From an optimization exercise on the open Yosys and OpenROAD flow, aimed at a short achievable clock period and few clock cycles; shortcuts taken in it are not production practice. Where RTL was checked, it was by simulation tests only, not by an equivalence proof against the original. Function not checked in runs 1 and 5: the RTL went through the layout flow alone. Power figures rest on the tool's default switching activity, not on a simulated workload.

[flow/config.mk]
export PLATFORM = sky130hd
export DESIGN_NAME = dns_name_label_encoder
export DESIGN_NICKNAME = dns_name_label_encoder
export VERILOG_FILES = /design/flow/design.v
export SDC_FILE = /design/flow/constraint.sdc
export NUM_CORES = 4
export LEC_CHECK = 0
export ABC_CLOCK_PERIOD_IN_PS = 2000
export CAP_MARGIN = 20
export CORE_MARGIN = 2
export CORE_UTILIZATION = 40
export SETUP_SLACK_MARGIN = 3.5
export SLEW_MARGIN = 20
[flow/constraint.sdc]
create_clock -name core_clock -period 5.5 [get_ports {clk}]
set_input_delay 1.1000 -clock core_clock [delete_from_list [all_inputs] [get_ports {clk}]]
set_output_delay 1.1000 -clock core_clock [all_outputs]
set_load 0.01 [all_outputs]
[flow/design.v]
package dnsle_pkg;
  localparam int MAX_LABEL   = 62;
  localparam int STORE_DEPTH = 64;    
  localparam int DESC_DEPTH  = 16;    
  localparam int CNT_W       = $clog2(MAX_LABEL + 1);
  localparam int BYTE_W      = 8;
  localparam int LEN_W       = 16;
  localparam int DESC_W      = CNT_W + 5;    
  localparam logic [BYTE_W-1:0] DOT_CHAR  = 8'd46;
  localparam logic [BYTE_W-1:0] TERM_BYTE = 8'd0;
  typedef struct packed {
    logic [CNT_W-1:0] len;
    logic             ovf;
    logic             emit;
    logic             term;
    logic             len0;
    logic             len1;
  } desc_t;
  typedef struct packed {
    logic [BYTE_W-1:0] byte_val;
    logic              last;
    logic [LEN_W-1:0]  enc_len;
    logic              ovf;
  } out_word_t;
endpackage
module dnsle_label_ram #(
  parameter int DEPTH = 64,
  parameter int WIDTH = 8
) (
  input  logic             clk,
  input  logic             rst_n,
  input  logic             push,
  input  logic [WIDTH-1:0] din,
  input  logic             pop,
  output logic [WIDTH-1:0] head,
  output logic             head_valid,
  output logic             room_nxt
);
  logic [WIDTH-1:0] mem [DEPTH];
  logic [DEPTH-1:0] occ, occ_sh, occ_nxt;
  always_comb begin
    occ_sh = pop ? {1'b0, occ[DEPTH-1:1]} : occ;
    for (int i = 0; i < DEPTH; i++) begin
      occ_nxt[i] = occ_sh[i] | (push & ((i == 0) ? 1'b1 : occ_sh[(i == 0) ? 0 : i-1]));
    end
  end
  always_ff @(posedge clk) begin
    if (!rst_n) occ <= '0;
    else        occ <= occ_nxt;
  end
  always_ff @(posedge clk) begin
    for (int i = 0; i < DEPTH; i++) begin
      if (pop) begin
        if (i < DEPTH-1 && occ[(i < DEPTH-1) ? i+1 : i]) mem[i] <= mem[(i < DEPTH-1) ? i+1 : i];
        else                                               mem[i] <= din;
      end else if (!occ[i]) begin
        mem[i] <= din;
      end
    end
  end
  assign head       = mem[0];
  assign head_valid = occ[0];
  assign room_nxt   = !occ_nxt[DEPTH-2];
endmodule
module dnsle_out_stage (
  input  logic                         clk,
  input  logic                         rst_n,
  input  dnsle_pkg::desc_t             dhead,
  input  logic                         dvalid,
  output logic                         dpop,
  input  logic [dnsle_pkg::BYTE_W-1:0] bhead,
  output logic                         bpop,
  output logic                         out_valid,
  input  logic                         out_ready,
  output logic [dnsle_pkg::BYTE_W-1:0] out_byte,
  output logic                         out_last_of_run,
  output logic [dnsle_pkg::LEN_W-1:0]  out_encoded_length,
  output logic                         out_label_overflow
);
  localparam int CNT_W = dnsle_pkg::CNT_W;
  localparam int LEN_W = dnsle_pkg::LEN_W;
  logic                 ph_data_r, ph_data_nxt;    
  logic                 ph_term_r, ph_term_nxt;    
  logic [CNT_W-1:0]     rem_r, rem_nxt;            
  logic                 rem1_r, rem1_nxt;          
  logic                 ovf_r, ovf_nxt;            
  logic                 term_r, term_nxt;          
  logic [LEN_W-1:0]     elen_r, elen_nxt;          
  logic                 go;
  logic                 w_valid;
  logic                 w_term;
  dnsle_pkg::out_word_t w;
  logic                 o_valid_r;
  dnsle_pkg::out_word_t o_r;
  assign go = !o_valid_r || out_ready;
  always_comb begin
    ph_data_nxt = ph_data_r;
    ph_term_nxt = ph_term_r;
    rem_nxt     = rem_r;
    rem1_nxt    = rem1_r;
    ovf_nxt     = ovf_r;
    term_nxt    = term_r;
    w_valid     = 1'b0;
    w_term      = 1'b0;
    w           = '0;
    dpop        = 1'b0;
    bpop        = 1'b0;
    if (ph_data_r) begin
      w_valid    = 1'b1;
      w.byte_val = bhead;
      w.last     = rem1_r && !term_r;
      w.ovf      = ovf_r;
      bpop       = go;
      rem_nxt    = rem_r - CNT_W'(1);
      rem1_nxt   = (rem_r == CNT_W'(2));
      if (rem1_r) begin
        ph_data_nxt = 1'b0;
        ph_term_nxt = term_r;
      end
    end else if (ph_term_r) begin
      w_valid     = 1'b1;
      w_term      = 1'b1;
      w.ovf       = ovf_r;
      ph_term_nxt = 1'b0;
    end else if (dvalid) begin
      w_valid  = 1'b1;
      dpop     = go;
      w.ovf    = dhead.ovf;
      ovf_nxt  = dhead.ovf;
      term_nxt = dhead.term;
      rem_nxt  = dhead.len;
      rem1_nxt = dhead.len1;
      if (dhead.emit) begin
        w.byte_val  = dnsle_pkg::BYTE_W'(dhead.len);
        w.last      = dhead.len0 && !dhead.term;
        ph_data_nxt = !dhead.len0;
        ph_term_nxt = dhead.len0 && dhead.term;
      end else begin
        w_term = 1'b1;
      end
    end
    if (w_term) begin
      w.byte_val = dnsle_pkg::TERM_BYTE;
      w.last     = 1'b1;
      w.enc_len  = elen_r;
    end
    elen_nxt = elen_r;
    if (w_valid) begin
      if (w_term)        elen_nxt = LEN_W'(1);
      else if (~&elen_r) elen_nxt = elen_r + LEN_W'(1);
    end
  end
  always_ff @(posedge clk) begin
    if (!rst_n) begin
      ph_data_r <= 1'b0;
      ph_term_r <= 1'b0;
      elen_r    <= LEN_W'(1);
    end else if (go) begin
      ph_data_r <= ph_data_nxt;
      ph_term_r <= ph_term_nxt;
      elen_r    <= elen_nxt;
    end
  end
  always_ff @(posedge clk) begin
    if (go) begin
      rem_r  <= rem_nxt;
      rem1_r <= rem1_nxt;
      ovf_r  <= ovf_nxt;
      term_r <= term_nxt;
    end
  end
  always_ff @(posedge clk) begin
    if (!rst_n) begin
      o_valid_r <= 1'b0;
    end else if (go) begin
      o_valid_r <= w_valid;
    end
  end
  always_ff @(posedge clk) begin
    if (go) begin
      o_r <= w;
    end
  end
  assign out_valid          = o_valid_r;
  assign out_byte           = o_r.byte_val;
  assign out_last_of_run    = o_r.last;
  assign out_encoded_length = o_r.enc_len;
  assign out_label_overflow = o_r.ovf;
endmodule
module dnsle_ctrl (
  input  logic                         clk,
  input  logic                         rst_n,
  input  logic                         in_valid,
  output logic                         in_ready,
  input  logic                         in_mode,
  input  logic [dnsle_pkg::BYTE_W-1:0] in_char_code,
  output logic                         bpush,
  output logic [dnsle_pkg::BYTE_W-1:0] bdata,
  input  logic                         broom_nxt,
  output logic                         dpush,
  output dnsle_pkg::desc_t             ddata,
  input  logic                         droom_nxt
);
  localparam int CNT_W = dnsle_pkg::CNT_W;
  logic                         iv_r;
  logic                         imode_r;
  logic [dnsle_pkg::BYTE_W-1:0] ichar_r;
  logic [CNT_W-1:0]             cnt_r, cnt_nxt;    
  logic                         pend_r, pend_nxt;  
  logic                         ovf_r, ovf_nxt;    
  logic                         is_dot;
  logic                         ready_r;
  assign in_ready = ready_r;
  always_ff @(posedge clk) begin
    if (!rst_n) begin
      iv_r    <= 1'b0;
      ready_r <= 1'b1;
    end else begin
      iv_r    <= in_valid && ready_r;
      ready_r <= broom_nxt && droom_nxt;
    end
    imode_r <= in_mode;
    ichar_r <= in_char_code;
  end
  assign is_dot = (ichar_r == dnsle_pkg::DOT_CHAR);
  assign bdata  = ichar_r;
  always_comb begin
    cnt_nxt    = cnt_r;
    pend_nxt   = pend_r;
    ovf_nxt    = ovf_r;
    bpush      = 1'b0;
    dpush      = 1'b0;
    ddata.len  = cnt_r;
    ddata.ovf  = ovf_r;
    ddata.emit = 1'b1;
    ddata.term = 1'b0;
    ddata.len0 = (cnt_r == '0);
    ddata.len1 = (cnt_r == CNT_W'(1));
    if (iv_r) begin
      if (imode_r) begin
        dpush      = 1'b1;
        ddata.emit = (cnt_r != '0);
        ddata.term = 1'b1;
        cnt_nxt    = '0;
        pend_nxt   = 1'b0;
        ovf_nxt    = 1'b0;
      end else if (pend_r) begin
        dpush   = 1'b1;
        cnt_nxt = '0;
        if (!is_dot) begin
          bpush    = 1'b1;
          cnt_nxt  = CNT_W'(1);
          pend_nxt = 1'b0;
        end
      end else if (is_dot) begin
        pend_nxt = 1'b1;
      end else if (cnt_r < CNT_W'(dnsle_pkg::MAX_LABEL)) begin
        bpush   = 1'b1;
        cnt_nxt = cnt_r + CNT_W'(1);
      end else begin
        ovf_nxt = 1'b1;
      end
    end
  end
  always_ff @(posedge clk) begin
    if (!rst_n) begin
      cnt_r  <= '0;
      pend_r <= 1'b0;
      ovf_r  <= 1'b0;
    end else begin
      cnt_r  <= cnt_nxt;
      pend_r <= pend_nxt;
      ovf_r  <= ovf_nxt;
    end
  end
endmodule
module dns_name_label_encoder (
  input  logic        clk,
  input  logic        rst_n,
  input  logic        in_valid,
  output logic        in_ready,
  input  logic        in_mode,
  input  logic [7:0]  in_char_code,
  output logic        out_valid,
  input  logic        out_ready,
  output logic [7:0]  out_byte,
  output logic        out_last_of_run,
  output logic [15:0] out_encoded_length,
  output logic        out_label_overflow
);
  logic                         bpush, bpop, broom_nxt, bvalid;
  logic [dnsle_pkg::BYTE_W-1:0] bdata, bhead;
  logic                         dpush, dpop, droom_nxt, dvalid;
  dnsle_pkg::desc_t             ddata, dhead;
  dnsle_ctrl u_ctrl (
    .clk          (clk),
    .rst_n        (rst_n),
    .in_valid     (in_valid),
    .in_ready     (in_ready),
    .in_mode      (in_mode),
    .in_char_code (in_char_code),
    .bpush        (bpush),
    .bdata        (bdata),
    .broom_nxt    (broom_nxt),
    .dpush        (dpush),
    .ddata        (ddata),
    .droom_nxt    (droom_nxt)
  );
  dnsle_label_ram #(
    .DEPTH (dnsle_pkg::STORE_DEPTH),
    .WIDTH (dnsle_pkg::BYTE_W)
  ) u_bytes (
    .clk        (clk),
    .rst_n      (rst_n),
    .push       (bpush),
    .din        (bdata),
    .pop        (bpop),
    .head       (bhead),
    .head_valid (bvalid),
    .room_nxt   (broom_nxt)
  );
  dnsle_label_ram #(
    .DEPTH (dnsle_pkg::DESC_DEPTH),
    .WIDTH (dnsle_pkg::DESC_W)
  ) u_descs (
    .clk        (clk),
    .rst_n      (rst_n),
    .push       (dpush),
    .din        (ddata),
    .pop        (dpop),
    .head       (dhead),
    .head_valid (dvalid),
    .room_nxt   (droom_nxt)
  );
  dnsle_out_stage u_out (
    .clk                (clk),
    .rst_n              (rst_n),
    .dhead              (dhead),
    .dvalid             (dvalid),
    .dpop               (dpop),
    .bhead              (bhead),
    .bpop               (bpop),
    .out_valid          (out_valid),
    .out_ready          (out_ready),
    .out_byte           (out_byte),
    .out_last_of_run    (out_last_of_run),
    .out_encoded_length (out_encoded_length),
    .out_label_overflow (out_label_overflow)
  );
endmodule
[flow/run.sh]
#!/bin/bash
# synth_recipe.tcl (not shown) runs the flow's synth.tcl, then flattens the netlist and writes it again
# the make line also repeats each setting of config.mk as NAME=value (left out here)
make -C /OpenROAD-flow-scripts/flow DESIGN_CONFIG=/design/flow/config.mk WORK_HOME=/design/flow/orfs CLKGATE_MAP_FILE= SYNTH_SCRIPT=/design/flow/synth_recipe.tcl finish
==> impl_results.md, run 1 <==
* Outcome: timing/DRC/antenna clean
* Via/cell ratio at 5.588
* Clk sinks at 841
* Slew Viols, Final at 0
* Core area at 77470 sq um
* Die height at 283.8 um
* Critical R2R Launch: u_ctrl.ichar_r[4]
* Crit Reg-Reg Endpoint: u_bytes.occ[41]
* Netlist cell types at 64
* Seq/Total Area, Yosys at 0.5548
* Hold Path Sink: u_descs.mem[15][8]
* LEAKAGE at 16.71 nW
* Worst Hold Class: register to register
* Critical path class: register to primary output
* NumNets Final at 3937
* Clock tree buffer depth at 3
* Startpoint Class: register
* Fmax at 0.4137 GHz
* Reg2reg setup slack at 3.34 ns
* Via count at 28095
* DRT iter0 DRCs at 2198
* Pre-antenna DRT Iters at 10
* Family with the most delay on the worst path: flip-flops
* Worst Reg-to-Reg Cells at 10
* Initial Utilization at 0.4043
* Pwr/cell area at 319.4 nW/um^2
* IO Pins at 41
* Max_slew headroom at 0.2160
* Vias in the first global route at 25044
* Synth Area per Inst at 8.571 sq um
* Worst-path cell chain: buf_2
* Crit path arrival time at 1.32 ns
* Main synth FF type: dfxtp_1
* WP depth at 1
* Yosys warns at 6
* TritonCTS buffer count at 90
* TritonCTS clock tree: done
* Critical Path RT at 4.40 ns
* Register bit total from synthesis at 841
* Final setup violation count at 0
* Least-Margin Pin Slew at 1.176 ns
* Routed len/inst at 18.88 um
* # hold bufs at CTS at 0
* Hold Fails Final Rpt at 0
* RSZ-0062 raised after global routing: yes
* Fraction of layout instances using a drive strength above 1 at 0.2531
* Overall routed net length at 94930 um
* Post-layout util at 0.5460
* FILL cells at 6871
* Port bufs at 40
* RD Place Congestion at 0.7703
* Post-DP HPWL at 48770 um
* H-Tree Depth at 3
* First-pass GRT wire length at 141900 um
* Tcrit/Tclk final at 0.4394
* Min-delay src: u_descs.mem[15][8]
* Max VDD drop at 0.2125 mV
* Setup Skew at 0.03207 ns
* Crit path largest cell delay at 0.48 ns
* Grt ovf at 0
* Tmin final at 2.417 ns
* Critical Path Sink Type: primary output
* CP Max Fanout at 1
* Syn nets at 3673
* Residual DRC at 0
* Worst-Skew Late Latency at 0.66 ns
* Final hold slack at 0.4382 ns
* Initial antenna violation count at 0
* ANT nets after route at 0
* EDFF count, synth at 54
* Synthesis-to-layout area growth at 35.04%
* Largest net degree at the start of global routing at 66
* Setup TNS at 0 ns
* Mapped cell area at 31320 sq um
* Cells after Synth at 3654
* Die width at 283.8 um
* Max Cap Viol at 0
* GR Util All Layers at 0.2139
* Critical path's slowest cell: edfxtp_1
* Clk pin slew, worst setup/hold paths at 0.06 ns
* Hold depth at 2
* WP buf/inv at 1
* Die area at 80550 sq um
* Clk root buf: clkbuf_16
* Core Rows at 102
* Async SR Flop Fraction at 0
[synth_stat cells, types with 3 or more instances]
cell         n  share of area
inv_1        8        0.00096
or3_1        4        0.00080
and2_1      20         0.0040
nor3_1       6        0.00096
buf_1       14         0.0017
a222oi_1    61          0.019
and4_1       3        0.00084
nand4_1      4        0.00080
o21ai_0     32         0.0051
o22ai_1    594           0.12
nand2b_1     3        0.00060
nand3_1     84          0.013
o21ai_1     69          0.011
o21ai_2     10         0.0028
or4_1        7         0.0017
o211ai_1     5         0.0012
nor2_1    1272           0.15
buf_2        3        0.00048
a21oi_1     90          0.014
edfxtp_1    54          0.052
dfxtp_1    787           0.50
mux2i_1     58          0.019
mux2_2      17         0.0061
a22oi_1     15         0.0036
a31oi_1     31         0.0062
nor2b_1      3        0.00060
a211oi_1     7         0.0017
clkbuf_1   173          0.021
ha_1         6         0.0024
o31ai_1      8         0.0019
xnor2_1      6         0.0017
nand2_1    163          0.020
[metrics by stage]
stage / instances / setup WS, ns / instance area [sq um] / power, mW
finish: 5028 / 3.083 / 42290 / 13.51
global route: 5027 / 3.071 / 42290 / 13.94
CTS: 4841 / 3.088 / 39000 / 13.50
detailed placement: 4566 / 1.508 / 34030 / 7.266
global placement: 4566 / 1.523 / 34030 / 7.250
floorplan: 3654 / 3.130 / 33190 / 7.070
[tightest hold or removal path, stage by stage, from the launching register on]
cell	delay, ns
dfxtp_1	0.31
nand2_1	0.05
nand2_1	0.04
[placed cells by master (no fill, tap or decap), types with 25 or more instances in the layout]
cell type  instances
a21oi_1           86
a222oi_1          61
a31oi_1           30
buf_12            26
buf_2             25
buf_4            164
buf_6             76
clkbuf_16        105
dfxtp_1          761
edfxtp_1          54
mux2i_1           58
nand2_1           82
nand2_2           34
nand2_4           46
nand3_4           62
nor2_1          1165
nor2_2            92
o21ai_0           30
o21ai_4           83
o22ai_1          507
o22ai_2           86
[worst max path at each step]
stage                             start            endpoint  slack [ns]
after floorplan               out_ready    u_out.elen_r[14]        3.13
after global placement        out_ready  u_bytes.mem[25][5]        1.52
after detailed placement      out_ready   u_bytes.mem[9][1]        1.51
after CTS                 u_out.o_r[22]         out_byte[4]        3.09
after global routing      u_out.o_r[22]         out_byte[4]        3.07
final                     u_out.o_r[22]         out_byte[4]        3.08
[what timing repair did]
item / in CTS / in global routing
gates resized for setup: 297 / 367
buffers inserted: 89 / 160
pin swaps: 42 / 154
setup endpoints to repair: 874 / 683
cloned: 25 / 26
[kinds of logic after synthesis]
family                     Yosys count  synth area share
DFF                                841            0.5548
and+or+nand+nor                   1586            0.2009
buffers and inverters              202           0.02457
AOI/OAI and AO/OA                  936            0.1904
muxes                               75           0.02465
adders and majority gates            6          0.002397
xor gates and xnor gates             8          0.002237
[registers in the layout, indices dropped and copies added, names as in the netlist]
signal	count
u_bytes.mem	512
u_bytes.occ	64
u_ctrl.cnt_r	6
u_ctrl.ichar_r	8
u_ctrl.imode_r	1
u_ctrl.iv_r	1
u_ctrl.ovf_r	1
u_ctrl.pend_r	1
u_ctrl.ready_r	1
u_descs.mem	176
u_descs.occ	16
u_out.elen_r	16
u_out.o_r	26
u_out.o_valid_r	1
u_out.ovf_r	1
u_out.ph_data_r	1
u_out.ph_term_r	1
u_out.rem1_r	1
u_out.rem_r	6
u_out.term_r	1
[power breakdown]
part           internal, mW  total, mW  switching (mW)
logic                 0.290      0.718           0.427
registers              6.43       6.61           0.183
clock network          3.65       6.18            2.53
[routing by layer]
metal  GRT usage  share of wire  wire length (um)
met1      0.3042           0.46             43420
met5           0              0                 0
met4     0.05582          0.022              2107
met2      0.3380           0.46             44000
met3     0.03296          0.057              5407
[area by class of cell]
| type | instances | area [sq um] | share of cell area |
|---|---|---|---|
| sequential | 841 | 17430 | 0.4120 |
| multi-input combinational | 2629 | 16600 | 0.3926 |
| timing repair buffer | 341 | 3792 | 0.08967 |
| clock buffer | 129 | 2623 | 0.06201 |
| tap | 1040 | 1301 | 0.03077 |
| clock inverter | 32 | 386.6 | 0.009141 |
| inverter | 11 | 87.58 | 0.002071 |
| timing repair inverter | 4 | 70.07 | 0.001657 |
| antenna | 1 | 2.502 | 0.00005917 |
==> run 2: changes to the inputs <==
--- a/flow/design.v
+++ b/flow/design.v
@@ -7,4 +7,5 @@
   localparam int LEN_W       = 16;
   localparam int DESC_W      = CNT_W + 5;    
+  localparam int WORD_W      = BYTE_W + LEN_W + 2;   
   localparam logic [BYTE_W-1:0] DOT_CHAR  = 8'd46;
   localparam logic [BYTE_W-1:0] TERM_BYTE = 8'd0;
@@ -93,4 +94,5 @@
   logic                 o_valid_r;
   dnsle_pkg::out_word_t o_r;
+  dnsle_pkg::out_word_t o2_r;
   assign go = !o_valid_r || out_ready;
   always_comb begin
@@ -178,7 +180,6 @@
   end
   always_ff @(posedge clk) begin
-    if (go) begin
-      o_r <= w;
-    end
+    o_r  <= go ? w : o2_r;
+    o2_r <= go ? w : o_r;
   end
   assign out_valid          = o_valid_r;
==> impl_results.md, run 2 <==
* Outcome: timing/DRC/antenna clean
* NetSw at 3.106 mW (-1.1%)
* Synth area leaders: dfxtp_1, nor2_1, o22ai_1
* Netlist cell types at 68 (+6.3%)
* Setup TNS at 0 ns (unchanged)
* Vias in the first global route at 25392 (+1.4%)
* Critical Path RT at 4.40 ns (about the same)
* Critical path's slowest cell: dfxtp_2
* Clk sinks at 867 (+3.1%)
* Reg with most FFs: u_bytes.mem
* Fmax at 0.4487 GHz (+8.5%)
* Crit path largest cell delay at 0.37 ns (-0.11 ns)
* LEAKAGE at 16.16 nW (-3.3%)
* Port bufs at 40 (unchanged)
* ANT nets after route at 0 (unchanged)
* Die area at 83270 sq um (+3.4%)
* Register bit total from synthesis at 867 (+3.1%)
* Tcrit/Tclk final at 0.4052 (-0.03428)
* Clk root buf: clkbuf_16
* Tmin final at 2.228 ns (-0.1885 ns)
* Number of diodes at 0 (-1)
* Hold Fails Final Rpt at 0 (unchanged)
* Slew Viols, Final at 0 (unchanged)
* Die height at 288.6 um (+1.7%)
* Least-Margin Pin Slew at 0.9107 ns (-0.2654 ns)
* Die width at 288.6 um (+1.7%)
* Mapped cell area at 32390 sq um (+3.4%)
* Max VDD drop at 0.2304 mV (+8.4%)
* Largest register FFs at 512 (unchanged)
* Top flop regs: u_bytes.mem: 512 flops, u_descs.mem: 176 flops, u_bytes.occ: 64 flops
* RD Place Congestion at 0.7638 (-0.84%)
* Post-DP HPWL at 50480 um (+3.5%)
* Core area at 80290 sq um (+3.6%)
* Placed insts at 4630 (+1.4%)
* Family with the most delay on the worst path: flip-flops
* Int Pwr at 10.50 mW (+1.3%)
* GR Util All Layers at 0.2056 (-0.008345)
* Core Rows at 104 (+2.0%)
* Clock tree buffer depth at 3 (unchanged)
* Synthesis-to-layout area growth at 24.34%
* Most common cell after layout, fill and taps aside: nor2_1
* First-pass GRT wire length at 140000 um (-1.3%)
* Critical Path Sink Type: primary output
* Clock power frac at 0.454 (-0.003)
* Setup Skew at 0.03465 ns (+0.002583 ns)
* Worst-path cell chain: buf_6
* # hold bufs at CTS at 0 (unchanged)
* Top-count cell post-synth: nor2_1
* Leading area contributor after synthesis: dfxtp_1
* Max_slew headroom at 0.3929 (+0.1769)
* Initial antenna violation count at 0 (unchanged)
* TritonCTS buffer count at 92 (+2.2%)
* Via/cell ratio at 5.572 (-0.27%)
* Critical path class: register to primary output
* Pre-antenna DRT Iters at 10 (unchanged)
* Routed len/inst at 18.10 um (-4.1%)
* Pwr/cell area at 337.9 nW/um^2 (+5.8%)
* Yosys warns at 6 (unchanged)
* Register share of total power at 0.497 (+0.007)
* H-Tree Depth at 3 (unchanged)
* Startpoint Class: register
* Worst Hold Class: register to register
* TritonCTS clock tree: done
* Fraction of layout instances using a drive strength above 1 at 0.1730 (-0.08004)
* Final setup violation count at 0 (unchanged)
* RSZ-0062 raised after global routing: yes
* Max Cap Viol at 0 (unchanged)
* Largest net degree at the start of global routing at 65 (-1.5%)
* Top cell type's share of synthesized area at 0.5186 (+0.01553)
* Combinational share of power at 0.050 (-0.003)
* Seq/Total Area, Yosys at 0.5445 (-0.01029)
* EDFF count, synth at 28 (-48%)
* Most frequent cells in the layout: nor2_1, dfxtp_1, o22ai_1
* Worst-Skew Late Latency at 0.65 ns (about the same)
* DRT iter0 DRCs at 2485 (+13%)
* Initial Utilization at 0.4034 (-0.0008774)
* Switching Fraction at 0.2283 (-0.004159)
* Main synth FF type: dfxtp_1
* NumNets Final at 3816 (-3.1%)
* Final Non-Filler Cells at 4932 (-1.9%)
* Via count at 27483 (-2.2%)
* Async SR Flop Fraction at 0 (unchanged)
* Residual DRC at 0 (unchanged)
* CP Max Fanout at 2 (+1)
* Crit path arrival time at 1.13 ns (-0.19 ns)
* Most frequent cells after synthesis: nor2_1, dfxtp_1, o22ai_1
* Synth Area per Inst at 8.716 sq um (+1.7%)
* Cells after Synth at 3716 (+1.7%)
* Grt ovf at 0 (unchanged)
* IO Pins at 41 (unchanged)
* Clk pin slew, worst setup/hold paths at 0.06 ns (about the same)
* Post-layout util at 0.5016 (-0.04433)
* WP buf/inv at 1 (unchanged)
* Syn nets at 3735 (+1.7%)
* Overall routed net length at 89260 um (-6.0%)
run 2: cell count changes in the layout (fill, tap and decap cells not counted), sizes merged, moves of 14 or more:
| cell | before | now |
|---|---|---|
| buf | 317 | 159 |
| dfxtp | 787 | 839 |
| a22o | 1 | 37 |
| edfxtp | 54 | 28 |
| nor2 | 1273 | 1253 |
| and2 | 20 | 2 |
| nand2 | 163 | 147 |
| a31oi | 31 | 45 |
run 2: final cells by class:
type,count,area [sq um]
clock buffer,142,2721
fill,7286,40010
tap,1060,1326
sequential,867,17730
multi-input combinational,2637,15650
clock inverter,27,304.0
inverter,11,78.83
timing repair buffer,188,2465
run 2: worst register-to-register path: cells and delay by family (launching register included):
kind                   cells  cell delay [ns]
and+or+nand+nor            2             0.47
AOI/OAI and AO/OA          3             0.52
DFF                        1             0.35
buffers and inverters      5             0.65
run 2: final timing paths:
check | startpoint | depth (start not counted) | to | slack [ns]
worst min-delay path | u_out.o2_r[23] | 1 | u_out.o_r[23] | 0.43
worst min register to register | u_out.o2_r[23] | 1 | u_out.o_r[23] | 0.43
worst max-delay path | u_out.o_r[24] | 1 | out_byte[6] | 3.27
worst max register to register | u_ctrl.ichar_r[7] | 10 | u_bytes.occ[50] | 3.40
run 2: power by group through the flow:
stage / Combinational [mW] / Sequential, mW / Clock (mW)
3_3_place_gp: 0.501 / 6.90 / 0
4_1_cts: 0.628 / 6.76 / 6.30
2_1_floorplan: 0.429 / 6.82 / 0
3_5_place_dp: 0.516 / 6.90 / 0
5_1_grt: 0.742 / 6.78 / 6.55
6_report: 0.675 / 6.76 / 6.18
run 2: metal layers:
metal  GRT usage  routed length (um)  up-vias
li1            -                   -    13601
met1      0.2728               40030    13124
met2      0.3455               42570      611
met5           0                   0        -
met4     0.06801                2850        0
met3     0.02686                3810      147
run 2: cell families (layout without fill, tap and decap cells):
group	Yosys count	in the layout	synth area share
AO/OA/AOI/OAI	1000	1008	0.2064
XOR/XNOR	8	8	0.002163
adder cells (fa/ha/maj)	6	6	0.002318
buffers and inverters	224	368	0.03133
flip-flops	867	867	0.5445
multiplexers	79	79	0.02519
AND/OR/NAND/NOR	1532	1536	0.1880
run 2: repair_timing:
item                                    4_1_cts  5_1_grt
buffers inserted                             58       36
gates resized for setup                     301      124
cloned                                       20       19
pin swaps                                    21       32
endpoints found under the setup margin      891      662
run 2: per-stage QoR:
step           power, mW  hold WS, ns  worst slack [ns]  area, sq um
3_5_place_dp       7.420       0.4132             1.819        34400
5_1_grt            14.07       0.4389             3.253        40270
4_1_cts            13.68       0.4291             3.253        39010
3_3_place_gp       7.402       0.4056             1.839        34400
6_report           13.61       0.4254             3.272        40270
2_1_floorplan      7.254       0.4030             3.280        33710
Testbench counts of run 2, summed over its fixed seeds: cycles 27,279.
==> run 3: changes to the inputs <==
--- a/flow/config.mk
+++ b/flow/config.mk
@@ -10,4 +10,6 @@
 export CORE_MARGIN = 2
 export CORE_UTILIZATION = 40
+export CTS_CLUSTER_DIAMETER = 100
+export CTS_CLUSTER_SIZE = 20
 export SETUP_SLACK_MARGIN = 3.5
 export SLEW_MARGIN = 20
==> impl_results.md, run 3 <==
* Area after DPL at 34400 sq um (unchanged)
* Tcrit/Tclk final at 0.3980 (-0.007133)
* Routed len/inst at 18.08 um (-0.10%)
* Synth Area per Inst at 8.716 sq um (unchanged)
* Top cell type's share of synthesized area at 0.5186 (unchanged)
* Register bit total from synthesis at 867 (unchanged)
* Fraction of layout instances using a drive strength above 1 at 0.1677 (-0.005319)
* Initial Utilization at 0.4034 (unchanged)
* Main synth FF type: dfxtp_1
* TritonCTS buffer count at 49 (-47%)
* CP Max Fanout at 2 (unchanged)
* Crit path arrival time at 1.09 ns (-0.04 ns)
* Largest register FFs at 512 (unchanged)
* Least-Margin Pin Slew at 0.8872 ns (-0.02347 ns)
* Die height at 288.6 um (unchanged)
* LEAKAGE at 15.46 nW (-4.3%)
* Hold depth at 1 (unchanged)
* Worst Hold Class: register to register
* Hold Fails Final Rpt at 0 (unchanged)
* Max Cap Viol at 0 (unchanged)
* Pre-antenna DRT Iters at 9 (-1)
* First-pass GRT wire length at 141100 um (+0.74%)
* Synthesis-to-layout area growth at 20.47%
* Initial antenna violation count at 0 (unchanged)
* Die area at 83270 sq um (unchanged)
* RSZ-0062 raised after global routing: yes
* Port bufs at 40 (unchanged)
* Clk root buf: clkbuf_16
* Most frequent cells after synthesis: nor2_1, dfxtp_1, o22ai_1
* Worst-path cell chain: buf_6
* Synth area leaders: dfxtp_1, nor2_1, o22ai_1
* DP Worst Slack at 1.819 ns (unchanged)
* Core Rows at 104 (unchanged)
* Startpoint Class: register
* Max VDD drop at 0.2331 mV (+1.2%)
* Tmin final at 2.189 ns (-0.03923 ns)
* Top flop regs: u_bytes.mem: 512 flops, u_descs.mem: 176 flops, u_bytes.occ: 64 flops
* WP depth at 1 (unchanged)
* Crit path largest cell delay at 0.37 ns (about the same)
* Placed insts at 4630 (unchanged)
* Critical path class: register to primary output
* FILL cells at 7425 (+1.9%)
* Reg with most FFs: u_bytes.mem
* Fmax at 0.4568 GHz (+1.8%)
* Slew Viols, Final at 0 (unchanged)
* Most frequent cells in the layout: nor2_1, dfxtp_1, o22ai_1
* DRT iter0 DRCs at 2447 (-1.5%)
* Clock tree buffer depth at 3 (unchanged)
* Via count at 27143 (-1.2%)
* Most common cell after layout, fill and taps aside: nor2_1
* Mapped cell area at 32390 sq um (unchanged)
* Syn nets at 3735 (unchanged)
* Setup Skew at 0.03737 ns (+0.002719 ns)
* H-Tree Depth at 2 (-1)
* Residual DRC at 0 (unchanged)
* Async SR Flop Fraction at 0 (unchanged)
* Via/cell ratio at 5.580 (+0.14%)
* Setup TNS at 0 ns (unchanged)
* Critical path's slowest cell: dfxtp_4
* Post-route design area at 39020 sq um (-3.1%)
* Pwr/cell area at 284.5 nW/um^2 (-16%)
* Number of diodes at 0 (unchanged)
* Leading area contributor after synthesis: dfxtp_1
* Seq/Total Area, Yosys at 0.5445 (unchanged)
* Clk sinks at 867 (unchanged)
* GR Util All Layers at 0.2063 (+0.0007057)
* Core area at 80290 sq um (unchanged)
* Critical Path Sink Type: primary output
* Vias in the first global route at 25268 (-0.49%)
* Largest net degree at the start of global routing at 65 (unchanged)
* Cells after Synth at 3716 (unchanged)
* EDFF count, synth at 28 (unchanged)
* Family with the most delay on the worst path: flip-flops
* Clk pin slew, worst setup/hold paths at 0.08 ns (+0.02 ns)
* Worst Reg-to-Reg Cells at 10 (unchanged)
* Post-DP HPWL at 50480 um (unchanged)
* Grt ovf at 0 (unchanged)
* Die width at 288.6 um (unchanged)
* Post-route setup slack at 3.311 ns (+0.03923 ns)
* Final Non-Filler Cells at 4864 (-1.4%)
* Final setup violation count at 0 (unchanged)
* WP buf/inv at 1 (unchanged)
* NumNets Final at 3816 (unchanged)
* RD Place Congestion at 0.7638 (unchanged)
* IO Pins at 41 (unchanged)
* ANT nets after route at 0 (unchanged)
* Critical Path RT at 4.40 ns (about the same)
* Worst-Skew Late Latency at 0.62 ns (-0.03 ns)
* Max_slew headroom at 0.4085 (+0.01565)
* Overall routed net length at 87940 um (-1.5%)
* Yosys warns at 6 (unchanged)
* Outcome: timing/DRC/antenna clean
* Netlist cell types at 68 (unchanged)
* TritonCTS clock tree: done
* Top-count cell post-synth: nor2_1
==> run 3: changes by cell type in the layout (fill, tap and decap cells not counted), moves of 14 or more <==
| cell | before | now |
|---|---|---|
| clkbuf_16 | 104 | 53 |
| buf_4 | 80 | 115 |
| nand3_4 | 7 | 30 |
| clkbuf_1 | 28 | 6 |
| clkbuf_8 | 21 | 1 |
| nand2_2 | 27 | 43 |
| buf_6 | 41 | 56 |
| nand3_2 | 61 | 46 |
| clkinv_2 | 14 | 0 |
==> run 3: metal layers <==
| metal | vias up | wire [um] | share of wire | track usage |
|---|---|---|---|---|
| met5 | - | 0 | 0 | 0 |
| met4 | 0 | 2118 | 0.024 | 0.05635 |
| met3 | 114 | 3697 | 0.042 | 0.02338 |
| met2 | 589 | 42200 | 0.48 | 0.3508 |
| met1 | 12921 | 39930 | 0.45 | 0.2771 |
| li1 | 13519 | - | - | - |
==> run 3: area by class of cell <==
type | count | area (sq um) | area share
clock buffer | 56 | 1274 | 0.03264
clock inverter | 2 | 32.53 | 0.0008337
inverter | 11 | 75.07 | 0.001924
multi-input combinational | 2634 | 15750 | 0.4037
sequential | 867 | 17730 | 0.4544
tap | 1060 | 1326 | 0.03399
timing repair buffer | 234 | 2829 | 0.07250
==> run 3: power by group <==
part	internal [mW]	switching, mW
clock network	1.64	2.04
logic	0.272	0.401
registers	6.58	0.170
total	8.49	2.61
==> run 3: through the flow <==
stage / hold slack (ns) / util / total power [mW]
after floorplan: 0.4030 / - / 7.254
after global placement: 0.4056 / 0.4285 / 7.402
after detailed placement: 0.4132 / 0.4285 / 7.420
after CTS: 0.4351 / 0.4760 / 11.19
after global routing: 0.4471 / 0.4860 / 11.51
final: 0.4308 / 0.4860 / 11.10
==> run 3: worst paths after layout <==
kind / from / end / slack, ns
hold / removal: u_out.o2_r[22] / u_out.o_r[22] / 0.43
hold reg to reg: u_out.o2_r[22] / u_out.o_r[22] / 0.43
setup / recovery: u_out.o_r[24] / out_byte[6] / 3.31
setup reg to reg: u_ctrl.ichar_r[4] / u_bytes.occ[11] / 3.39
==> run 3: cell families after synthesis <==
kind of cell               synth area share
and+or+nand+nor                      0.1880
AOI/OAI and AO/OA                    0.2064
DFF                                  0.5445
buffers and inverters               0.03133
muxes                               0.02519
xor gates and xnor gates           0.002163
adders and majority gates          0.002318
==> run 3: repair_timing <==
action | 4_1_cts | 5_1_grt
pin swaps | 38 | 58
endpoints found under the hold margin | 0 | 0
endpoints found under the setup margin | 893 | 474
gates resized for setup | 385 | 76
buffers inserted | 95 | 52
hold buffers | 0 | 0
gates cloned | 23 | 6
==> run 3: worst reg2reg max path, cell delays in order, from the launching register on <==
cell	delay, ns
dfxtp_4	0.36
buf_12	0.13
nor4bb_4	0.26
buf_4	0.19
a21bo_4	0.16
nor4_4	0.05
buf_4	0.17
buf_12	0.14
buf_16	0.15
a222oi_1	0.29
nor2_1	0.09
==> run 4: changes to the inputs <==
--- a/flow/config.mk
+++ b/flow/config.mk
@@ -9,5 +9,5 @@
 export CAP_MARGIN = 20
 export CORE_MARGIN = 2
-export CORE_UTILIZATION = 40
+export CORE_UTILIZATION = 55
 export CTS_CLUSTER_DIAMETER = 100
 export CTS_CLUSTER_SIZE = 20
==> impl_results.md, run 4 <==
* Core area at 57920 sq um (-28%)
* Pwr/cell area at 287.6 nW/um^2 (+1.1%)
* TritonCTS clock tree: done
* Post-route setup slack at 3.309 ns (-0.002310 ns)
* Max Cap Viol at 0 (unchanged)
* Main synth FF type: dfxtp_1
* Residual DRC at 0 (unchanged)
* Least-Margin Pin Slew at 1.080 ns (+0.1923 ns)
* WP buf/inv at 1 (unchanged)
* Top flop regs: u_bytes.mem: 512 flops, u_descs.mem: 176 flops, u_bytes.occ: 64 flops
* Initial antenna violation count at 1 (+1)
* Synth Area per Inst at 8.716 sq um (unchanged)
* Clk pin slew, worst setup/hold paths at 0.08 ns (about the same)
* Fmax at 0.4563 GHz (-0.11%)
* Reg with most FFs: u_bytes.mem
* Startpoint Class: register
* Via count at 28560 (+5.2%)
* Final hold slack at 0.4272 ns (-0.003588 ns)
* Leading area contributor after synthesis: dfxtp_1
* CP Max Fanout at 2 (unchanged)
* TritonCTS buffer count at 49 (unchanged)
* Cells after Synth at 3716 (unchanged)
* Reg2reg setup slack at 3.41 ns (+0.02 ns)
* Critical path class: register to primary output
* Top cell type's share of synthesized area at 0.5186 (unchanged)
* Critical path's slowest cell: dfxtp_4
* Clk root buf: clkbuf_16
* Clock tree buffer depth at 3 (unchanged)
* Port bufs at 40 (unchanged)
* Hold depth at 1 (unchanged)
* Family with the most delay on the worst path: flip-flops
* M2 GR Usage at 0.5053 (+0.1544)
* Hold Path Sink: u_out.o_r[23]
* Largest net degree at the start of global routing at 65 (unchanged)
* Number of diodes at 0 (unchanged)
* Final setup violation count at 0 (unchanged)
* Most common cell after layout, fill and taps aside: nor2_1
* Crit path arrival time at 1.09 ns (about the same)
* Yosys warns at 6 (unchanged)
* Pre-antenna DRT Iters at 8 (-1)
* GR Util All Layers at 0.3002 (+0.09393)
* Seq/Total Area, Yosys at 0.5445 (unchanged)
* Setup Skew at 0.02278 ns (-0.01459 ns)
* Critical R2R Launch: u_ctrl.ichar_r[4]
* Worst-path cell chain: buf_6
* Clk sinks at 867 (unchanged)
* ANT nets after route at 0 (unchanged)
* Die height at 246.7 um (-15%)
* Crit Reg-Reg Endpoint: u_bytes.occ[5]
* H-Tree Depth at 2 (unchanged)
* Setup TNS at 0 ns (unchanged)
* Syn nets at 3735 (unchanged)
* Met3 GRT Util at 0.04537 (+0.02199)
* Tcrit/Tclk final at 0.3985 (+0.0004200)
* Synthesis-to-layout area growth at 20.13%
* Post-DP HPWL at 51330 um (+1.7%)
* Largest register FFs at 512 (unchanged)
* Worst Reg-to-Reg Cells at 9 (-1)
* Tmin final at 2.192 ns (+0.002310 ns)
* Area after DPL at 33980 sq um (-1.2%)
* Die width at 246.7 um (-15%)
* Via/cell ratio at 6.230 (+12%)
* Top-count cell post-synth: nor2_1
* EDFF count, synth at 28 (unchanged)
* DP Worst Slack at 1.660 ns (-0.1593 ns)
* Crit path largest cell delay at 0.36 ns (about the same)
* Critical Path RT at 4.40 ns (about the same)
* Die area at 60850 sq um (-27%)
* Outcome: timing/DRC/antenna clean
* # hold bufs at CTS at 0 (unchanged)
* Most frequent cells after synthesis: nor2_1, dfxtp_1, o22ai_1
* Core Rows at 88 (-15%)
* Fraction of layout instances using a drive strength above 1 at 0.1686 (+0.0009123)
* RSZ-0062 raised after global routing: yes
* NumNets Final at 3830 (+0.37%)
* First-pass GRT wire length at 146900 um (+4.1%)
* Max VDD drop at 0.2397 mV (+2.8%)
* Final Non-Filler Cells at 4584 (-5.8%)
* Register bit total from synthesis at 867 (unchanged)
* Worst Hold Class: register to register
* Critical Path Sink Type: primary output
* Most Crowded Layer GR: met2
* DRT iter0 DRCs at 2411 (-1.5%)
* Routed len/inst at 20.99 um (+16%)
* LEAKAGE at 15.52 nW (+0.37%)
* Async SR Flop Fraction at 0 (unchanged)
* Netlist cell types at 68 (unchanged)
* IO Pins at 41 (unchanged)
* Min-delay src: u_out.o2_r[23]
* Initial Utilization at 0.5593 (+0.1558)
* Overall routed net length at 96230 um (+9.4%)
* Slew Viols, Final at 0 (unchanged)
* Mapped cell area at 32390 sq um (unchanged)
* Most frequent cells in the layout: nor2_1, dfxtp_1, o22ai_1
* Placed insts at 4328 (-6.5%)
* RD Place Congestion at 0.8186 (+7.2%)
* Hold Fails Final Rpt at 0 (unchanged)
* Met1 usage at 0.3974 (+0.1203)
* Grt ovf at 0 (unchanged)
* Post-route design area at 38910 sq um (-0.28%)
* Synth area leaders: dfxtp_1, nor2_1, o22ai_1
* Max_slew headroom at 0.2803 (-0.1282)
* Worst-Skew Late Latency at 0.62 ns (about the same)
* Vias in the first global route at 26861 (+6.3%)
[run 4: cell counts after synthesis]
No cell type changed its count.
[run 4: logic make-up (layout without fill, tap and decap cells)]
group / Yosys count / in the layout / synth area share
AOI/OAI and AO/OA: 1000 / 1016 / 0.2064
xor gates and xnor gates: 8 / 8 / 0.002163
adders and majority gates: 6 / 6 / 0.002318
buffers and inverters: 224 / 308 / 0.03133
DFF: 867 / 867 / 0.5445
muxes: 79 / 79 / 0.02519
and+or+nand+nor: 1532 / 1535 / 0.1880
[run 4: what timing repair did]
action                     CTS  global route
pin swaps                   45            50
setup buffers               60            88
setup endpoints to repair  891           460
resized for setup          377            79
cloned                      34            15
[run 4: per-layer routing]
layer / up-vias / wire length, um
met1: 13810 / 41720
met3: 186 / 6492
met2: 971 / 45110
li1: 13591 / -
met4: 2 / 2895
met5: - / 13
[run 4: worst max path at each step]
stage,from,end,depth (start not counted),slack [ns]
5_1_grt,u_out.o_r[24],out_byte[6],1,3.28
2_1_floorplan,out_ready,u_out.elen_r[13],6,3.28
3_5_place_dp,out_ready,u_bytes.mem[44][0],8,1.66
6_report,u_out.o_valid_r,out_valid,1,3.31
4_1_cts,u_out.o_r[24],out_byte[6],1,3.27
3_3_place_gp,out_ready,u_bytes.mem[40][0],8,1.74
[run 4: power by group]
part / switching (mW) / internal (mW) / leakage (nW)
Combinational: 0.437 / 0.278 / 7.59
Sequential: 0.182 / 6.58 / 7.28
Clock: 2.05 / 1.67 / 0.647
[run 4: area by class of cell]
cell class	count	area, sq um
Tap cell	765	957.2
Clock inverter	2	25.02
Timing Repair Buffer	238	2888
Sequential cell	867	17710
Fill cell	4610	19010
Clock buffer	57	1299
Inverter	11	80.08
Multi-Input combinational cell	2644	15950
[run 4: stage by stage]
step                power (mW)  utilization
finish                   11.19       0.6718
floorplan                7.254            -
global route             11.57       0.6718
global placement         7.410       0.5867
CTS                      11.19       0.6488
detailed placement       7.442       0.5867
==> run 5: changes to the inputs <==
--- a/flow/design.v
+++ b/flow/design.v
@@ -95,5 +95,9 @@
   dnsle_pkg::out_word_t o_r;
   dnsle_pkg::out_word_t o2_r;
-  assign go = !o_valid_r || out_ready;
+  logic                 s_valid_r;
+  dnsle_pkg::out_word_t s_r;
+  logic                 o_take;
+  dnsle_pkg::out_word_t o_new;
+  assign go = !s_valid_r;
   always_comb begin
     ph_data_nxt = ph_data_r;
@@ -172,14 +176,23 @@
     end
   end
+  assign o_take = !o_valid_r || out_ready;
+  assign o_new  = s_valid_r ? s_r : w;
   always_ff @(posedge clk) begin
     if (!rst_n) begin
       o_valid_r <= 1'b0;
-    end else if (go) begin
-      o_valid_r <= w_valid;
+      s_valid_r <= 1'b0;
+    end else if (o_take) begin
+      o_valid_r <= s_valid_r || w_valid;
+      s_valid_r <= 1'b0;
+    end else if (w_valid) begin
+      s_valid_r <= 1'b1;
     end
   end
   always_ff @(posedge clk) begin
-    o_r  <= go ? w : o2_r;
-    o2_r <= go ? w : o_r;
+    o_r  <= o_take ? o_new : o2_r;
+    o2_r <= o_take ? o_new : o_r;
+    if (!s_valid_r) begin
+      s_r <= w;
+    end
   end
   assign out_valid          = o_valid_r;
@@ -204,32 +217,37 @@
 );
   localparam int CNT_W = dnsle_pkg::CNT_W;
-  logic                         iv_r;
-  logic                         imode_r;
+  logic                         ready_r;
+  logic                         iend_r;    
+  logic                         idot_r;    
+  logic                         ichr_r;    
   logic [dnsle_pkg::BYTE_W-1:0] ichar_r;
   logic [CNT_W-1:0]             cnt_r, cnt_nxt;    
+  logic                         full_r;            
   logic                         pend_r, pend_nxt;  
   logic                         ovf_r, ovf_nxt;    
-  logic                         is_dot;
-  logic                         ready_r;
+  logic                         take;
+  logic                         in_dot;
   assign in_ready = ready_r;
+  assign take     = in_valid && ready_r;
+  assign in_dot   = (in_char_code == dnsle_pkg::DOT_CHAR);
   always_ff @(posedge clk) begin
     if (!rst_n) begin
-      iv_r    <= 1'b0;
       ready_r <= 1'b1;
+      iend_r  <= 1'b0;
+      idot_r  <= 1'b0;
+      ichr_r  <= 1'b0;
     end else begin
-      iv_r    <= in_valid && ready_r;
       ready_r <= broom_nxt && droom_nxt;
+      iend_r  <= take && in_mode;
+      idot_r  <= take && !in_mode && in_dot;
+      ichr_r  <= take && !in_mode && !in_dot;
     end
-    imode_r <= in_mode;
     ichar_r <= in_char_code;
   end
-  assign is_dot = (ichar_r == dnsle_pkg::DOT_CHAR);
-  assign bdata  = ichar_r;
+  assign bdata = ichar_r;
   always_comb begin
     cnt_nxt    = cnt_r;
     pend_nxt   = pend_r;
     ovf_nxt    = ovf_r;
-    bpush      = 1'b0;
-    dpush      = 1'b0;
     ddata.len  = cnt_r;
     ddata.ovf  = ovf_r;
@@ -238,28 +256,20 @@
     ddata.len0 = (cnt_r == '0);
     ddata.len1 = (cnt_r == CNT_W'(1));
-    if (iv_r) begin
-      if (imode_r) begin
-        dpush      = 1'b1;
-        ddata.emit = (cnt_r != '0);
-        ddata.term = 1'b1;
-        cnt_nxt    = '0;
-        pend_nxt   = 1'b0;
-        ovf_nxt    = 1'b0;
-      end else if (pend_r) begin
-        dpush   = 1'b1;
-        cnt_nxt = '0;
-        if (!is_dot) begin
-          bpush    = 1'b1;
-          cnt_nxt  = CNT_W'(1);
-          pend_nxt = 1'b0;
-        end
-      end else if (is_dot) begin
-        pend_nxt = 1'b1;
-      end else if (cnt_r < CNT_W'(dnsle_pkg::MAX_LABEL)) begin
-        bpush   = 1'b1;
-        cnt_nxt = cnt_r + CNT_W'(1);
-      end else begin
-        ovf_nxt = 1'b1;
-      end
+    bpush = ichr_r && (pend_r || !full_r);
+    dpush = iend_r || ((ichr_r || idot_r) && pend_r);
+    if (iend_r) begin
+      ddata.emit = (cnt_r != '0);
+      ddata.term = 1'b1;
+      cnt_nxt    = '0;
+      pend_nxt   = 1'b0;
+      ovf_nxt    = 1'b0;
+    end else if (idot_r) begin
+      if (pend_r) cnt_nxt = '0;
+      pend_nxt = 1'b1;
+    end else if (ichr_r) begin
+      pend_nxt = 1'b0;
+      if (pend_r)       cnt_nxt = CNT_W'(1);
+      else if (!full_r) cnt_nxt = cnt_r + CNT_W'(1);
+      else              ovf_nxt = 1'b1;
     end
   end
@@ -267,8 +277,10 @@
     if (!rst_n) begin
       cnt_r  <= '0;
+      full_r <= 1'b0;
       pend_r <= 1'b0;
       ovf_r  <= 1'b0;
     end else begin
       cnt_r  <= cnt_nxt;
+      full_r <= (cnt_nxt == CNT_W'(dnsle_pkg::MAX_LABEL));
       pend_r <= pend_nxt;
       ovf_r  <= ovf_nxt;
--- a/flow/config.mk
+++ b/flow/config.mk
@@ -9,5 +9,5 @@
 export CAP_MARGIN = 20
 export CORE_MARGIN = 2
-export CORE_UTILIZATION = 55
+export CORE_UTILIZATION = 40
 export CTS_CLUSTER_DIAMETER = 100
 export CTS_CLUSTER_SIZE = 20
==> impl_results.md, run 5 <==
* Mapped cell area at 32940 sq um (+1.7%)
* H-Tree Depth at 2 (unchanged)
* Worst Hold Class: register to register
* Setup TNS at 0 ns (unchanged)
* Combinational share of power at 0.047 (-0.017)
* Worst-Skew Late Latency at 0.64 ns (+0.02 ns)
* Top-count cell post-synth: nor2_1
* Synth Area per Inst at 8.631 sq um (-0.98%)
* Core area at 81850 sq um (+41%)
* CP Max Fanout at 2 (unchanged)
* Final setup violation count at 0 (unchanged)
* Core Rows at 105 (+19%)
* EDFF count, synth at 28 (unchanged)
* Pre-antenna DRT Iters at 5 (-3)
* Setup Skew at 0.02696 ns (+0.004175 ns)
* NetSw at 2.616 mW (-1.8%)
* Clock power frac at 0.339 (+0.007)
* Register bit total from synthesis at 896 (+3.3%)
* Final hold slack at 0.4421 ns (+0.01486 ns)
* Register share of total power at 0.615 (+0.011)
* Max_slew headroom at 0.3303 (+0.05002)
* TritonCTS buffer count at 51 (+4.1%)
* Largest net degree at the start of global routing at 75 (+15%)
* ANT nets after route at 0 (unchanged)
* RSZ-0062 raised after global routing: yes
* LEAKAGE at 15.05 nW (-3.0%)
* Syn nets at 3836 (+2.7%)
* Most frequent cells in the layout: nor2_1, dfxtp_1, o22ai_1
* Worst-path cell chain: buf_6
* Largest register FFs at 512 (unchanged)
* Least-Margin Pin Slew at 1.003 ns (-0.07639 ns)
* Cells after Synth at 3817 (+2.7%)
* Int Pwr at 8.726 mW (+2.4%)
* NumNets Final at 3823 (-0.18%)
* GR Util All Layers at 0.1804 (-0.1198)
* Hold Fails Final Rpt at 0 (unchanged)
* Switching Fraction at 0.2307 (-0.007522)
* Max VDD drop at 0.2258 mV (-5.8%)
* Async SR Flop Fraction at 0 (unchanged)
* Post-DP HPWL at 47740 um (-7.0%)
* Clock tree buffer depth at 3 (unchanged)
* Critical path's slowest cell: dfxtp_4
* Critical Path RT at 4.40 ns (about the same)
* Crit path largest cell delay at 0.37 ns (about the same)
* Leading area contributor after synthesis: dfxtp_1
* WP buf/inv at 1 (unchanged)
* First-pass GRT wire length at 130500 um (-11%)
* Routed len/inst at 16.27 um (-23%)
* Initial Utilization at 0.4025 (-0.1568)
* Most frequent cells after synthesis: nor2_1, dfxtp_1, o22ai_1
* Pwr Total at 11.34 mW (+1.4%)
* Startpoint Class: register
* Synthesis-to-layout area growth at 13.46%
* Critical Path Sink Type: primary output
* Initial antenna violation count at 0 (-1)
* Critical path class: register to primary output
* Port bufs at 40 (unchanged)
* Most common cell after layout, fill and taps aside: nor2_1
* Netlist cell types at 67 (-1.5%)
* Grt ovf at 0 (unchanged)
* IO Pins at 41 (unchanged)
* Crit path arrival time at 1.13 ns (+0.04 ns)
* Pwr/cell area at 303.4 nW/um^2 (+5.5%)
* Reg with most FFs: u_bytes.mem
* Clk sinks at 896 (+3.3%)
* Tcrit/Tclk final at 0.4049 (+0.006444)
* Die height at 291.0 um (+18%)
* Via count at 26444 (-7.4%)
* Residual DRC at 0 (unchanged)
* Die area at 84670 sq um (+39%)
* TritonCTS clock tree: done
* Fmax at 0.4490 GHz (-1.6%)
* Main synth FF type: dfxtp_1
* Via/cell ratio at 5.416 (-13%)
* Clk root buf: clkbuf_16
* Top cell type's share of synthesized area at 0.5275 (+0.008918)
* Outcome: timing/DRC/antenna clean
* Final Non-Filler Cells at 4883 (+6.5%)
* Fraction of layout instances using a drive strength above 1 at 0.1167 (-0.05192)
* Max Cap Viol at 0 (unchanged)
* Clk pin slew, worst setup/hold paths at 0.08 ns (about the same)
* Synth area leaders: dfxtp_1, nor2_1, o22ai_1
* FILL cells at 7892 (+71%)
* RD Place Congestion at 0.7574 (-7.5%)
* DRT iter0 DRCs at 1550 (-36%)
* Yosys warns at 6 (unchanged)
* Tmin final at 2.227 ns (+0.03544 ns)
* Vias in the first global route at 24637 (-8.3%)
* Seq/Total Area, Yosys at 0.5530 (+0.008482)
* Family with the most delay on the worst path: flip-flops
* Number of diodes at 0 (unchanged)
* Top flop regs: u_bytes.mem: 512 flops, u_descs.mem: 176 flops, u_bytes.occ: 64 flops
* Placed insts at 4751 (+9.8%)
* Slew Viols, Final at 0 (unchanged)
* Die width at 291.0 um (+18%)
* Overall routed net length at 79440 um (-17%)
## run 5: layer usage
layer  up-vias  track usage  wire, um
li1      13497            -         -
met1     12468       0.2566     39100
met2       383       0.2943     36230
met3        96      0.01947      2738
met4         0      0.04082      1362
met5         -            0         0
## run 5: power by group through the flow
stage | Clock, mW | Sequential (mW) | Combinational, mW
floorplan | 0 | 7.05 | 0.357
global placement | 0 | 7.12 | 0.445
detailed placement | 0 | 7.12 | 0.460
CTS | 3.97 | 6.97 | 0.492
global route | 4.18 | 7.01 | 0.598
finish | 3.84 | 6.97 | 0.529
## run 5: worst paths after layout
kind	start	end	slack, ns	cells after the start
worst max-delay path	u_ctrl.ready_r	in_ready	3.27	1
worst min-delay path	u_out.o2_r[25]	u_out.o_r[25]	0.44	1
worst max register to register	u_out.s_valid_r	u_descs.mem[0][7]	3.35	6
worst min register to register	u_out.o2_r[25]	u_out.o_r[25]	0.44	1
## run 5: stage by stage
| stage | setup WS [ns] | utilization | area [sq um] |
|---|---|---|---|
| floorplan | 3.508 | - | 32970 |
| global placement | 2.183 | 0.4144 | 33920 |
| detailed placement | 2.175 | 0.4148 | 33950 |
| CTS | 3.226 | 0.4419 | 36170 |
| global route | 3.240 | 0.4567 | 37380 |
| finish | 3.273 | 0.4567 | 37380 |
## run 5: kinds of logic after synthesis
logic type	share of synthesized area
compound gates	0.1973
xor+xnor	0.002127
fa+ha+maj	0.002279
flops	0.5530
mux	0.02119
simple gates	0.1915
buf+inv	0.03259
## run 5: timing repair
| item | CTS | global route |
|---|---|---|
| endpoints found under the setup margin | 881 | 416 |
| pin swaps | 6 | 61 |
| gates resized for setup | 287 | 196 |
| buffers inserted | 31 | 16 |
| cloned | 11 | 12 |
| hold buffers | 0 | 0 |
## run 5: final cells by class
| type | instances | area, sq um | area share |
|---|---|---|---|
| Sequential cell | 896 | 18300 | 0.4896 |
| Multi-Input combinational cell | 2711 | 14840 | 0.3970 |
| Timing Repair Buffer | 116 | 1368 | 0.03659 |
| Tap cell | 1070 | 1339 | 0.03582 |
| Clock buffer | 56 | 1316 | 0.03521 |
| Inverter | 25 | 127.6 | 0.003414 |
| Clock inverter | 6 | 56.30 | 0.001506 |
| Timing Repair inverter | 3 | 32.53 | 0.0008703 |
==> run 6: changes to the inputs <==
--- a/flow/design.v
+++ b/flow/design.v
@@ -92,5 +92,7 @@
   logic                 w_term;
   dnsle_pkg::out_word_t w;
-  logic                 o_valid_r;
+  logic                 o_valid_r;      
+  logic                 o_empty_r;      
+  logic                 head_r;         
   dnsle_pkg::out_word_t o_r;
   dnsle_pkg::out_word_t o2_r;
@@ -124,10 +126,12 @@
         ph_term_nxt = term_r;
       end
-    end else if (ph_term_r) begin
+    end
+    if (ph_term_r) begin
       w_valid     = 1'b1;
       w_term      = 1'b1;
       w.ovf       = ovf_r;
       ph_term_nxt = 1'b0;
-    end else if (dvalid) begin
+    end
+    if (head_r && dvalid) begin
       w_valid  = 1'b1;
       dpop     = go;
@@ -161,8 +165,10 @@
       ph_data_r <= 1'b0;
       ph_term_r <= 1'b0;
+      head_r    <= 1'b1;
       elen_r    <= LEN_W'(1);
     end else if (go) begin
       ph_data_r <= ph_data_nxt;
       ph_term_r <= ph_term_nxt;
+      head_r    <= !ph_data_nxt && !ph_term_nxt;
       elen_r    <= elen_nxt;
     end
@@ -176,12 +182,14 @@
     end
   end
-  assign o_take = !o_valid_r || out_ready;
+  assign o_take = o_empty_r || out_ready;
   assign o_new  = s_valid_r ? s_r : w;
   always_ff @(posedge clk) begin
     if (!rst_n) begin
       o_valid_r <= 1'b0;
+      o_empty_r <= 1'b1;
       s_valid_r <= 1'b0;
     end else if (o_take) begin
       o_valid_r <= s_valid_r || w_valid;
+      o_empty_r <= !(s_valid_r || w_valid);
       s_valid_r <= 1'b0;
     end else if (w_valid) begin
@@ -217,5 +225,6 @@
 );
   localparam int CNT_W = dnsle_pkg::CNT_W;
-  logic                         ready_r;
+  logic                         ready_r;   
+  logic                         busy_r;    
   logic                         iend_r;    
   logic                         idot_r;    
@@ -229,9 +238,10 @@
   logic                         in_dot;
   assign in_ready = ready_r;
-  assign take     = in_valid && ready_r;
+  assign take     = in_valid && !busy_r;
   assign in_dot   = (in_char_code == dnsle_pkg::DOT_CHAR);
   always_ff @(posedge clk) begin
     if (!rst_n) begin
       ready_r <= 1'b1;
+      busy_r  <= 1'b0;
       iend_r  <= 1'b0;
       idot_r  <= 1'b0;
@@ -239,4 +249,5 @@
     end else begin
       ready_r <= broom_nxt && droom_nxt;
+      busy_r  <= !(broom_nxt && droom_nxt);
       iend_r  <= take && in_mode;
       idot_r  <= take && !in_mode && in_dot;
--- a/flow/config.mk
+++ b/flow/config.mk
@@ -12,4 +12,6 @@
 export CTS_CLUSTER_DIAMETER = 100
 export CTS_CLUSTER_SIZE = 20
+export GPL_TIMING_DRIVEN = 1
+export PLACE_DENSITY = 0.35
 export SETUP_SLACK_MARGIN = 3.5
 export SLEW_MARGIN = 20
==> impl_results.md, run 6 <==
* Outcome: timing/DRC/antenna clean
* Netlist cell types at 64 (-4.5%)
* GR Util All Layers at 0.2095 (+0.02914)
* Switching Fraction at 0.2315 (+0.0008608)
* Register bit total from synthesis at 899 (+0.33%)
* Clk root buf: clkbuf_16
* Int Pwr at 8.749 mW (+0.26%)
* Min-delay src: u_out.o2_r[17]
* Max_slew headroom at 0.3476 (+0.01730)
* FILL cells at 7958 (+0.84%)
* H-Tree Depth at 2 (unchanged)
* Core area at 81720 sq um (-0.16%)
* Critical R2R Launch: u_ctrl.cnt_r[1]
* Syn nets at 3846 (+0.26%)
* Residual DRC at 0 (unchanged)
* Cells after Synth at 3827 (+0.26%)
* Synth area leaders: dfxtp_1, nor2_1, o22ai_1
* Hold Path Sink: u_out.o_r[17]
* Tmin final at 2.204 ns (-0.02293 ns)
* First-pass GRT wire length at 145100 um (+11%)
* Max VDD drop at 0.2720 mV (+20%)
* Most frequent cells in the layout: nor2_1, dfxtp_1, o22ai_1
* Mapped cell area at 32820 sq um (-0.39%)
* Reg with most FFs: u_bytes.mem
* Critical Path RT at 4.40 ns (about the same)
* TritonCTS buffer count at 50 (-2.0%)
* Max Cap Viol at 0 (unchanged)
* EDFF count, synth at 28 (unchanged)
* Critical path's slowest cell: dfxtp_2
* Area after DPL at 33990 sq um (about the same)
* TritonCTS clock tree: done
* Leading area contributor after synthesis: dfxtp_1
* Synthesis-to-layout area growth at 11.59%
* Post-route design area at 36620 sq um (-2.0%)
* Post-DP HPWL at 56620 um (+19%)
* RSZ-0062 raised after global routing: yes
* Fraction of layout instances using a drive strength above 1 at 0.1157 (-0.001008)
* Most frequent cells after synthesis: nor2_1, dfxtp_1, o22ai_1
* DRT iter0 DRCs at 1749 (+13%)
* Die height at 290.4 um (-0.19%)
* Critical Path Sink Type: primary output
* Initial antenna violation count at 0 (unchanged)
* Final setup violation count at 0 (unchanged)
* Placed insts at 4767 (+0.34%)
* Vias in the first global route at 25933 (+5.3%)
* Setup Skew at 0.02772 ns (+0.0007598 ns)
* Pre-antenna DRT Iters at 5 (unchanged)
* NetSw at 2.636 mW (+0.75%)
* Async SR Flop Fraction at 0 (unchanged)
* Via/cell ratio at 5.469 (+0.99%)
* Core Rows at 105 (unchanged)
* Die area at 84340 sq um (-0.38%)
* Via count at 26650 (+0.78%)
* Die width at 290.4 um (-0.19%)
* Crit Reg-Reg Endpoint: u_ctrl.full_r
* Hold Fails Final Rpt at 0 (unchanged)
* Worst Reg-to-Reg Cells at 6 (unchanged)
* Port bufs at 40 (unchanged)
* Largest register FFs at 512 (unchanged)
* Grt ovf at 0 (unchanged)
* Yosys warns at 6 (unchanged)
* RD Place Congestion at 0.7534 (-0.53%)
* Crit path arrival time at 1.10 ns (-0.03 ns)
* NumNets Final at 3815 (-0.21%)
* Overall routed net length at 90250 um (+14%)
* Final Non-Filler Cells at 4873 (-0.20%)
* Crit path largest cell delay at 0.36 ns (about the same)
* Worst Hold Class: register to register
* Clock tree buffer depth at 3 (unchanged)
* Pwr Total at 11.38 mW (+0.38%)
* Worst-Skew Late Latency at 0.63 ns (about the same)
* Seq/Total Area, Yosys at 0.5570 (+0.003981)
* Critical path class: register to primary output
* Clk sinks at 899 (+0.33%)
* CP Max Fanout at 2 (unchanged)
* Main synth FF type: dfxtp_1
* Setup TNS at 0 ns (unchanged)
* Slew Viols, Final at 0 (unchanged)
* ANT nets after route at 0 (unchanged)
* Fmax at 0.4537 GHz (+1.0%)
* WP buf/inv at 1 (unchanged)
* Largest net degree at the start of global routing at 65 (-13%)
* LEAKAGE at 14.68 nW (-2.5%)
* Family with the most delay on the worst path: flip-flops
* Hold depth at 1 (unchanged)
* Worst-path cell chain: buf_6
* Top-count cell post-synth: nor2_1
* Synth Area per Inst at 8.575 sq um (-0.65%)
* Top flop regs: u_bytes.mem: 512 flops, u_descs.mem: 176 flops, u_bytes.occ: 64 flops
* Register share of total power at 0.618 (+0.003)
* Reg2reg setup slack at 3.45 ns (+0.10 ns)
* Clk pin slew, worst setup/hold paths at 0.09 ns (about the same)
* Startpoint Class: register
* Tcrit/Tclk final at 0.4007 (-0.004169)
* Initial Utilization at 0.4016 (-0.0009147)
* Top cell type's share of synthesized area at 0.5314 (+0.003882)
* IO Pins at 41 (unchanged)
* Least-Margin Pin Slew at 0.9785 ns (-0.02458 ns)
* Routed len/inst at 18.52 um (+14%)
* Most common cell after layout, fill and taps aside: nor2_1
* Number of diodes at 0 (unchanged)
* Combinational share of power at 0.044 (-0.003)
* Clock power frac at 0.338 (about the same)
* # hold bufs at CTS at 0 (unchanged)
* Pwr/cell area at 310.9 nW/um^2 (+2.5%)
## run 6: cell types whose count changed in the layout (fill, tap and decap cells not counted), sizes merged, moves of 6 or more
cell	previous run	this run
inv	27	11
mux2i	45	52
xnor2	1	14
buf	98	90
nand2b	20	8
o31ai	9	0
a211oi	4	13
nor2	1182	1202
or3	13	1
a22oi	83	77
o211ai	20	26
and3	2	12
## run 6: per-stage QoR
stage                     hold WS [ns]  utilization  setup slack (ns)
after floorplan                 0.4035            -             3.413
after global placement          0.4111       0.4159             2.110
after detailed placement        0.4145       0.4159             2.030
after CTS                       0.4343       0.4421             3.236
after global routing            0.4595       0.4481             3.250
final                           0.4311       0.4481             3.296
## run 6: cell families after synthesis
family	Yosys count	synth area share
xor gates and xnor gates	17	0.004538
DFF	899	0.5570
AOI/OAI and AO/OA	1011	0.1934
adders and majority gates	6	0.002288
muxes	76	0.02410
and+or+nand+nor	1608	0.1926
buffers and inverters	210	0.02608
## run 6: worst max-delay path by stage
stage / startpoint / to / slack [ns] / depth (start not counted)
floorplan: u_ctrl.cnt_r[0] / u_ctrl.full_r / 3.41 / 7
global placement: rst_n / u_bytes.occ[0] / 2.11 / 4
detailed placement: rst_n / u_bytes.occ[0] / 2.03 / 4
CTS: u_out.o_r[15] / out_encoded_length[14] / 3.24 / 1
global route: u_out.o_r[15] / out_encoded_length[14] / 3.25 / 1
finish: u_out.o_r[15] / out_encoded_length[14] / 3.30 / 1
## run 6: power groups by stage
stage	Combinational (mW)	Clock [mW]	Sequential, mW
global placement	0.450	0	7.18
global route	0.565	4.24	7.07
floorplan	0.356	0	7.08
finish	0.498	3.85	7.03
detailed placement	0.469	0	7.19
CTS	0.499	4.02	7.04
## run 6: metal layers
| metal | up-vias | share of wire | track usage |
|---|---|---|---|
| met3 | 110 | 0.032 | 0.02248 |
| met4 | 0 | 0.023 | 0.05371 |
| li1 | 13435 | - | - |
| met2 | 406 | 0.47 | 0.3555 |
| met1 | 12699 | 0.47 | 0.2848 |
| met5 | - | 0 | 0 |
## run 6: final cells by class
cell class	instances	area, sq um	share of cell area
Timing Repair Buffer	105	1132	0.03092
Multi-Input combinational cell	2723	14330	0.3914
Tap cell	1070	1339	0.03656
Timing Repair inverter	1	5.005	0.0001367
Inverter	16	108.9	0.002973
Clock buffer	59	1349	0.03683
Sequential cell	899	18350	0.5012
## run 6: timing repair
item / in CTS / in global routing
resized for setup: 285 / 147
cloned: 8 / 1
setup buffers: 30 / 8
pin swaps: 6 / 7
endpoints found under the setup margin: 884 / 569
Testbench counts of run 6, summed over its fixed seeds: cycles 27,279.

## separate check: timing with driven ports
The results above use ideal ports. As a check the final layouts listed here were re-extracted and re-timed, cells and wires unchanged.
Step 1 (the two cells are an assumption about what drives the block):
set clk [get_ports {clk}]
set_driving_cell -lib_cell sky130_fd_sc_hd__clkbuf_16 $clk
set_driving_cell -lib_cell sky130_fd_sc_hd__buf_2 [delete_from_list [all_inputs] $clk]
Step 2 times the ports against the registers' clock, not the clock port: input delays grow and output delays shrink by t, the midpoint of the rising clock arrivals with the driver on.
Slacks: no drivers / after step 1 / after step 2; pairs: no drivers / after step 1.
run	shift t [ns]	setup WS [ns]	worst setup path after step 2	worst data-port slew with drivers (ns)
run 1	0.705	3.083 / 3.017 / 2.683	input to register	0.04
run 2	0.695	3.272 / 3.211 / 2.776	input to register	0.06
run 3	0.663	3.311 / 3.251 / 2.835	input to register	0.05
run 4	0.671	3.308 / 3.246 / 2.778	input to register	0.04
run 5	0.686	3.273 / 3.213 / 2.973	input to register	0.03
run 6	0.678	3.296 / 3.230 / 2.871	input to register	0.05
After both steps every run listed still meets setup and hold. For run 4, which loses most, drivers alone change the setup slack by -0.062 ns; drivers and shift together by -0.530 ns.
